Background: an optimization exercise with open tools, aiming at small area. Do not read the settings as production practice.
The RTL was checked by simulation tests, not by an equivalence proof against the original design.
Power is estimated from default activity; no workload was simulated.

==> flow/design.v <==
`timescale 1ns/1ps
module byte_loader (
  input  logic         i_clk,
  input  logic         i_rst,
  input  logic         i_in_en,
  input  logic [7:0]   i_iot_in,
  input  logic [2:0]   i_fn_sel,
  output logic [127:0] o_block,
  output logic         o_block_strobe,
  output logic         o_group_last,
  output logic [2:0]   o_fn,
  output logic         o_busy
);
  localparam int BYTE_W           = 8;
  localparam int BYTES_PER_BLOCK  = 16;
  localparam int BLOCKS_PER_GROUP = 8;
  localparam int BUSY_CYCLES      = 4;
  localparam logic [2:0] FN_CRC_GEN  = 3'd3;
  localparam logic [2:0] FN_TOP2MAX  = 3'd4;
  localparam logic [2:0] FN_LAST2MIN = 3'd5;
  logic [3:0]   byte_idx;
  logic [2:0]   block_idx;
  logic [2:0]   fn_q;
  logic [127:0] block_q;
  logic [1:0]   busy_cnt;
  logic         accept;
  logic         last_byte;
  logic         minmax;
  logic         group_end;
  assign accept    = i_in_en && !o_busy;
  assign last_byte = accept && (byte_idx == 4'(BYTES_PER_BLOCK - 1));
  assign minmax    = (fn_q == FN_TOP2MAX) || (fn_q == FN_LAST2MIN);
  assign group_end = !minmax || (block_idx == 3'(BLOCKS_PER_GROUP - 1));
  always_ff @(posedge i_clk) begin
    if (accept) begin
      block_q[byte_idx*BYTE_W +: BYTE_W] <= i_iot_in;
    end
  end
  always_ff @(posedge i_clk or posedge i_rst) begin
    if (i_rst) begin
      byte_idx       <= '0;
      block_idx      <= '0;
      fn_q           <= FN_CRC_GEN;
      o_block_strobe <= 1'b0;
      o_group_last   <= 1'b0;
    end else begin
      o_block_strobe <= last_byte;
      o_group_last   <= last_byte && group_end;
      if (accept) begin
        byte_idx <= byte_idx + 1'b1;
        if (byte_idx == '0 && block_idx == '0) begin
          fn_q <= i_fn_sel;
        end
      end
      if (last_byte) begin
        block_idx <= group_end ? '0 : block_idx + 1'b1;
      end
    end
  end
  always_ff @(posedge i_clk or posedge i_rst) begin
    if (i_rst) begin
      o_busy   <= 1'b0;
      busy_cnt <= '0;
    end else if (last_byte && minmax && group_end) begin
      o_busy   <= 1'b1;
      busy_cnt <= 2'(BUSY_CYCLES - 1);
    end else if (o_busy) begin
      if (busy_cnt == '0) begin
        o_busy <= 1'b0;
      end else begin
        busy_cnt <= busy_cnt - 1'b1;
      end
    end
  end
  assign o_block = block_q;
  assign o_fn    = fn_q;
endmodule
`timescale 1ns/1ps
module crc3_unit (
  input  logic         i_clk,
  input  logic         i_rst,
  input  logic [127:0] i_block,
  input  logic         i_block_strobe,
  input  logic [2:0]   i_fn,
  output logic [2:0]   o_crc,
  output logic         o_crc_valid
);
  localparam int BLOCK_W = 128;
  localparam int CRC_W   = 3;
  localparam logic [2:0] FN_CRC_GEN = 3'd3;
  logic [2:0] crc_next;
  logic [2:0] crc_q;
  logic       calc;
  logic [2:0] pw;
  assign calc = i_block_strobe && (i_fn == FN_CRC_GEN);
  always_comb begin
    crc_next = '0;
    pw       = '0;
    for (int i = 0; i < BLOCK_W; i++) begin
      case ((i + CRC_W) % 7)
        0:       pw = 3'b001;
        1:       pw = 3'b010;
        2:       pw = 3'b100;
        3:       pw = 3'b101;
        4:       pw = 3'b111;
        5:       pw = 3'b011;
        default: pw = 3'b110;
      endcase
      crc_next = crc_next ^ ({CRC_W{i_block[i]}} & pw);
    end
  end
  always_ff @(posedge i_clk) begin
    if (calc) begin
      crc_q <= crc_next;
    end
  end
  always_ff @(posedge i_clk or posedge i_rst) begin
    if (i_rst) begin
      o_crc_valid <= 1'b0;
    end else begin
      o_crc_valid <= calc;
    end
  end
  assign o_crc = crc_q;
endmodule
`timescale 1ns/1ps
module extreme_tracker (
  input  logic         i_clk,
  input  logic         i_rst,
  input  logic [127:0] i_block,
  input  logic         i_block_strobe,
  input  logic         i_group_last,
  input  logic [2:0]   i_fn,
  output logic [127:0] o_first,
  output logic [127:0] o_second,
  output logic         o_pair_valid
);
  localparam logic [2:0] FN_TOP2MAX  = 3'd4;
  localparam logic [2:0] FN_LAST2MIN = 3'd5;
  logic [127:0] first_q;
  logic [127:0] second_q;
  logic         seed_q;
  logic         is_max;
  logic         is_mm;
  logic         take;
  assign is_max = (i_fn == FN_TOP2MAX);
  assign is_mm  = is_max || (i_fn == FN_LAST2MIN);
  assign take   = i_block_strobe && is_mm;
  always_ff @(posedge i_clk or posedge i_rst) begin
    if (i_rst) begin
      seed_q       <= 1'b1;
      o_pair_valid <= 1'b0;
    end else begin
      o_pair_valid <= take && i_group_last;
      if (take) begin
        seed_q <= i_group_last;
      end
    end
  end
  always_ff @(posedge i_clk) begin
    if (take) begin
      if (seed_q) begin
        first_q  <= i_block;
        second_q <= is_max ? '0 : '1;
      end else if (is_max) begin
        if (i_block > first_q) begin
          second_q <= first_q;
          first_q  <= i_block;
        end else if (i_block > second_q) begin
          second_q <= i_block;
        end
      end else begin
        if (i_block < first_q) begin
          second_q <= first_q;
          first_q  <= i_block;
        end else if (i_block < second_q) begin
          second_q <= i_block;
        end
      end
    end
  end
  assign o_first  = first_q;
  assign o_second = second_q;
endmodule
`timescale 1ns/1ps
module output_stage (
  input  logic         i_clk,
  input  logic         i_rst,
  input  logic [2:0]   i_crc,
  input  logic         i_crc_valid,
  input  logic [127:0] i_first,
  input  logic [127:0] i_second,
  input  logic         i_pair_valid,
  output logic         o_valid,
  output logic [127:0] o_iot_out
);
  localparam int BLOCK_W = 128;
  localparam int CRC_W   = 3;
  logic [127:0] pend_q;
  logic         pend_valid;
  always_ff @(posedge i_clk) begin
    if (i_pair_valid) begin
      pend_q <= i_second;
    end
  end
  always_ff @(posedge i_clk or posedge i_rst) begin
    if (i_rst) begin
      o_valid    <= 1'b0;
      o_iot_out  <= '0;
      pend_valid <= 1'b0;
    end else begin
      pend_valid <= 1'b0;
      if (i_crc_valid) begin
        o_valid   <= 1'b1;
        o_iot_out <= {{(BLOCK_W - CRC_W){1'b0}}, i_crc};
      end else if (i_pair_valid) begin
        o_valid    <= 1'b1;
        o_iot_out  <= i_first;
        pend_valid <= 1'b1;
      end else if (pend_valid) begin
        o_valid   <= 1'b1;
        o_iot_out <= pend_q;
      end else begin
        o_valid   <= 1'b0;
        o_iot_out <= '0;
      end
    end
  end
endmodule
`timescale 1ns/1ps
module iotdf_top (
  input  logic         i_clk,
  input  logic         i_rst,
  input  logic         i_in_en,
  input  logic [7:0]   i_iot_in,
  input  logic [2:0]   i_fn_sel,
  output logic         o_busy,
  output logic         o_valid,
  output logic [127:0] o_iot_out
);
  logic [127:0] block;
  logic         block_strobe;
  logic         group_last;
  logic [2:0]   fn;
  logic [2:0]   crc;
  logic         crc_valid;
  logic [127:0] first;
  logic [127:0] second;
  logic         pair_valid;
  byte_loader u_byte_loader (
    .i_clk          (i_clk),
    .i_rst          (i_rst),
    .i_in_en        (i_in_en),
    .i_iot_in       (i_iot_in),
    .i_fn_sel       (i_fn_sel),
    .o_block        (block),
    .o_block_strobe (block_strobe),
    .o_group_last   (group_last),
    .o_fn           (fn),
    .o_busy         (o_busy)
  );
  crc3_unit u_crc3_unit (
    .i_clk          (i_clk),
    .i_rst          (i_rst),
    .i_block        (block),
    .i_block_strobe (block_strobe),
    .i_fn           (fn),
    .o_crc          (crc),
    .o_crc_valid    (crc_valid)
  );
  extreme_tracker u_extreme_tracker (
    .i_clk          (i_clk),
    .i_rst          (i_rst),
    .i_block        (block),
    .i_block_strobe (block_strobe),
    .i_group_last   (group_last),
    .i_fn           (fn),
    .o_first        (first),
    .o_second       (second),
    .o_pair_valid   (pair_valid)
  );
  output_stage u_output_stage (
    .i_clk        (i_clk),
    .i_rst        (i_rst),
    .i_crc        (crc),
    .i_crc_valid  (crc_valid),
    .i_first      (first),
    .i_second     (second),
    .i_pair_valid (pair_valid),
    .o_valid      (o_valid),
    .o_iot_out    (o_iot_out)
  );
endmodule
==> flow/run.sh <==
#!/bin/bash
# synth_recipe.tcl (not shown) runs the flow's synth.tcl, then flattens the netlist and writes it again
# the make line also repeats each setting of config.mk as NAME=value (left out here)
make -C /OpenROAD-flow-scripts/flow DESIGN_CONFIG=/design/flow/config.mk WORK_HOME=/design/flow/orfs CLKGATE_MAP_FILE= SYNTH_SCRIPT=/design/flow/synth_recipe.tcl finish
==> flow/config.mk <==
export PLATFORM = sky130hd
export DESIGN_NAME = iotdf_top
export DESIGN_NICKNAME = iotdf_top
export VERILOG_FILES = /design/flow/design.v
export SDC_FILE = /design/flow/constraint.sdc
export NUM_CORES = 4
export LEC_CHECK = 0
export CAP_MARGIN = 20
export CORE_MARGIN = 2
export CORE_UTILIZATION = 40
export SETUP_SLACK_MARGIN = 0.3
export SLEW_MARGIN = 20
==> flow/constraint.sdc <==
create_clock -name core_clock -period 5.5 [get_ports {i_clk}]
set_input_delay 1.1000 -clock core_clock [delete_from_list [all_inputs] [get_ports {i_clk}]]
set_output_delay 1.1000 -clock core_clock [all_outputs]
set_load 0.01 [all_outputs]
==> run summary <==
outcome=complete, no violations; Die Wd=288.7 microns; number of cell rows=about 100; Root Driver=clkbuf_16; CP Class=register to register; GRT Util Overall=a little over a fifth; sequential share of power=39.1%; worst r2r src=u_byte_loader.block_q[122]; clock sink count=663; most frequent CP cell=nand4_1; clk_skew=0.03222 ns; # diodes=0; post-layout min period=4.955 ns; fin worst setup slack=between 0.5 and 0.6 ns; share of cells above drive strength 1=7.596%; dpl hpwl=~62,000 microns; Critical Path Sink=u_extreme_tracker.second_q[19]; total congestion overflow=0; Avg WL per Cell=around 24 microns; latest clock arrival within the worst-skew pair=0.63 ns; FF-to-FF setup slack=0.55 ns; drt total wl=roughly 91,000 microns; worst hold path type=register to register; Net Count, Synth=approximately 2,800; RR Endpoint=u_extreme_tracker.second_q[19]; worst-margin pin slew=approximately 1.2 ns; CP peak stage delay=0.63 ns; Final Wtd Congestion=0.8932; Cell variety after synth=slightly below 60; final setup fails=0; Initial Util=40.31%; Antenna Violating Nets Remaining=0; height of the die=between 200 and 300 microns; cell area after placement=35,020 sq um; Int Pwr=11.56 mW; fin. max-slew vios=0; DRC Markers=0; cells after synthesis=2,504; number of flops mapped to enable cells by yosys=around 520; maximum vdd ir drop=0.0005695 V; Setup Total Neg Slack=0 ns; CTS clk-pin slew, worst paths=0.06 ns; RSZ-0062 raised after global routing=no; Worst path depth=12; Die ar.=about 83,000 sq um; # IOs=around 140; family with the most delay on the worst path=simple AND/OR/NAND/NOR gates; synth warn=4; Sw Ratio=about a third; synthesized flop and latch total=663; Synth Flop Type=edfxtp_1; hold slack=0.4306 ns; TritonCTS Buffers=74; Post-Syn Area=about 32,000 sq um; Cell Chain, Critical Path=ha_1, nand4_1, nor4_1, nand4_1, buf_4, nor4_2, o21ai_0, nand4_1, a211o_1, nand2_1, a221oi_4, buf_12; slowest cell on the critical path=nor4_1; max-cap viol count=0; critical path endpoint category=register; Gate power share=about a third; Buffers on Ports=approximately 140; Layout area overhead=15.53%; Detailed Routing Iterations Pass 1=6; design area=about 37,000 sq um; drt first-iter violations=1,982; crit-path max FO=between 60 and 70; Buf/Inv on CP=2; crit path launch type=register; largest net degree at the start of global routing=~130; CTS tree=done; placed cell count=approximately 3,600; H-tree depth=3; Util after Layout=a little under half; DP Worst Slack=around 0.13 ns; core area=roughly 80,000 sq um; achievable frequency=201.8 MHz; Async SR Flop Fraction=22.32%; critical path arrival=5.20 ns; final cycle utilization of the critical path=90.09%; Lkg Pwr=15.09 nW; worst r2r path cells=12; Slew Limit Headroom=23.00%; sequential share of the synthesized area=59.14%; non-filler instance count after layout=3,785; Power Density=471.2 nW/um^2; initial antenna violation count=1; sw power=6.085 mW; vias in the first global route=21,110; via/cell ratio=5.561; clock power share=27.8%; CP Data Required Time=5.75 ns; first-pass GRT wire length=136,500 microns; Critical path origin=u_byte_loader.block_q[122]; final hold violations=0; via count=around 21,000; synthesized area per cell=12.95 sq um; clk buf depth=3; Pwr Total=17.65 mW; Post-layout nets=2,944
## flip-flops by register name, summed over array words and instances (netlist names), 2 cells and up
name and flops:
u_byte_loader.block_q 128, u_extreme_tracker.first_q 128, u_extreme_tracker.second_q 128, u_output_stage.o_iot_out 128
u_output_stage.pend_q 128, u_byte_loader.byte_idx 4, u_byte_loader.block_idx 3, u_byte_loader.fn_q 3
u_crc3_unit.crc_q 3, u_byte_loader.busy_cnt 2
## layout make-up
| type | count | area, sq um |
|---|---|---|
| multi-input cells | 1480 | 11750 |
| clock buffers | 108 | 2186 |
| well taps | 1060 | 1326 |
| clock inverters | 29 | 216.5 |
| fillers | 7185 | 42960 |
| inverters | 273 | 1030 |
| repair buffers | 172 | 1762 |
| flip-flops and latches | 663 | 19180 |
## cell families after synthesis
| logic type | share of synthesized area (%) |
|---|---|
| flip-flops | 59.14 |
| adder cells (fa/ha/maj) | 10.27 |
| buffers and inverters | 5.125 |
| AO/OA/AOI/OAI | 13.04 |
| multiplexers | 1.320 |
| XOR/XNOR | 3.674 |
| AND/OR/NAND/NOR | 7.433 |
## power by group through the flow
stage	clock, mW	combinational, mW	sequential, mW
after global routing	5.19	6.33	6.95
after floorplan	0	4.67	6.67
after CTS	5.00	5.81	6.89
after global placement	0	5.69	6.98
final	4.91	5.84	6.90
after detailed placement	0	5.77	6.99
## repair_timing
action                     CTS  global route
setup endpoints to repair  128            21
resized for setup            1             0
gates cloned                 0             0
pin swaps                    0             1
hold buffers                 0             0
buffers inserted             0             1
## worst reg2reg max path, cell delays in order, from the launching register on
cell,delay (ns)
edfxtp_1,0.62
ha_1,0.43
nand4_1,0.16
nor4_1,0.63
nand4_1,0.18
buf_4,0.23
nor4_2,0.48
o21ai_0,0.43
nand4_1,0.23
a211o_1,0.18
nand2_1,0.11
a221oi_4,0.39
buf_12,0.37
## how the worst min path moves through the flow
stage               slack (ns)                             from                    endpoint  depth (start not counted)
floorplan                 0.43  u_extreme_tracker.second_q[100]  u_output_stage.pend_q[100]                          0
global placement          0.43   u_extreme_tracker.second_q[81]   u_output_stage.pend_q[81]                          0
detailed placement        0.44   u_extreme_tracker.second_q[15]   u_output_stage.pend_q[15]                          0
CTS                       0.43    u_extreme_tracker.second_q[1]    u_output_stage.pend_q[1]                          0
global route              0.45    u_extreme_tracker.second_q[1]    u_output_stage.pend_q[1]                          0
finish                    0.43    u_extreme_tracker.second_q[1]    u_output_stage.pend_q[1]                          0
## per-layer routing
layer  global-route usage, %  vias to the layer above  share of wire, %
li1                        -                     9545                 -
met1                   30.72                    10610                45
met2                   35.03                      732                46
met3                   2.607                      158               5.8
met4                   7.500                        0               3.1
met5                       0                        -                 0
## synth_stat cells, types with 4 or more instances
library cell / instances / area, sq um
xor2_1: 14 / 122.6
o21ai_0: 106 / 530.5
a22o_1: 169 / 1480
a21oi_1: 93 / 465.5
a22oi_1: 5 / 37.54
clkbuf_1: 53 / 198.9
nand3_1: 29 / 145.1
o211ai_1: 12 / 90.09
a21o_1: 15 / 112.6
xnor2_1: 122 / 1069
nor3_1: 10 / 50.05
dfrtp_1: 145 / 3628
and4_1: 4 / 35.03
nand4_1: 50 / 312.8
mux2_2: 36 / 405.4
inv_1: 273 / 1025
a211oi_1: 17 / 127.6
buf_1: 7 / 26.28
edfxtp_1: 515 / 15460
nor4_1: 12 / 75.07
o22a_1: 128 / 1121
nand2b_1: 6 / 37.54
a2111oi_0: 5 / 43.79
nor2_1: 42 / 157.7
a221oi_1: 6 / 52.55
ha_1: 266 / 3328
nor2b_1: 135 / 844.6
and2_1: 6 / 37.54
nand2_1: 150 / 563.0
buf_12: 11 / 220.2
buf_6: 17 / 191.4
## layout by cell type, fill, tap and decap left out, types with 4 or more instances in the layout
| cell | synthesis | layout |
|---|---|---|
| edfxtp_1 | 515 | 515 |
| inv_1 | 273 | 272 |
| ha_1 | 266 | 262 |
| a22o_1 | 169 | 169 |
| nand2_1 | 150 | 150 |
| dfrtp_1 | 145 | 144 |
| clkdlybuf4s50_1 | 0 | 143 |
| nor2b_1 | 135 | 133 |
| o22a_1 | 128 | 128 |
| xnor2_1 | 122 | 122 |
| o21ai_0 | 106 | 106 |
| a21oi_1 | 93 | 92 |
| clkbuf_16 | 0 | 79 |
| nand4_1 | 50 | 50 |
| nor2_1 | 42 | 42 |
| mux2_2 | 36 | 35 |
| nand3_1 | 29 | 29 |
| buf_4 | 0 | 20 |
| clkbuf_1 | 53 | 19 |
| a211oi_1 | 17 | 16 |
| a21o_1 | 15 | 15 |
| clkinv_2 | 0 | 15 |
| xor2_1 | 14 | 14 |
| o211ai_1 | 12 | 12 |
| clkbuf_8 | 0 | 10 |
| nor4_1 | 12 | 9 |
| nor3_1 | 10 | 9 |
| buf_12 | 11 | 9 |
| nand2b_1 | 6 | 6 |
| and2_1 | 6 | 6 |
| a22oi_1 | 5 | 5 |
| a2111oi_0 | 5 | 5 |
| a221oi_1 | 6 | 5 |
| clkinv_1 | 0 | 5 |
| and4_1 | 4 | 4 |
| ha_4 | 0 | 4 |

-- port drivers added, routing unchanged --
How much do the figures lean on ideal ports? The routed layout below was timed once more, with nothing changed but the port constraints. Step 1 sets driving cells, clkbuf_16 on the clock port and buf_2 on the other inputs (assumed; they add their load-dependent delay and slew). Step 2 adds t to the input delays and takes it off the output delays; t is the mean of the earliest and latest rising clock arrival at the registers after step 1. Input paths then give back, and output paths get back, about the clock's delay inside the block. Three values: no drivers, after step 1, after step 2; two values: the first two.
shift t [ns]: 0.683
setup slack, ns: 0.545 / 0.545 / 0.545
worst register clock-pin slew, ns: 0.06 / 0.06
pins driven straight from the clock port: 1
After both steps this run still meets setup and hold. The setup slack of this run moves by 0.000 ns with the drivers and by 0.000 ns with both steps.
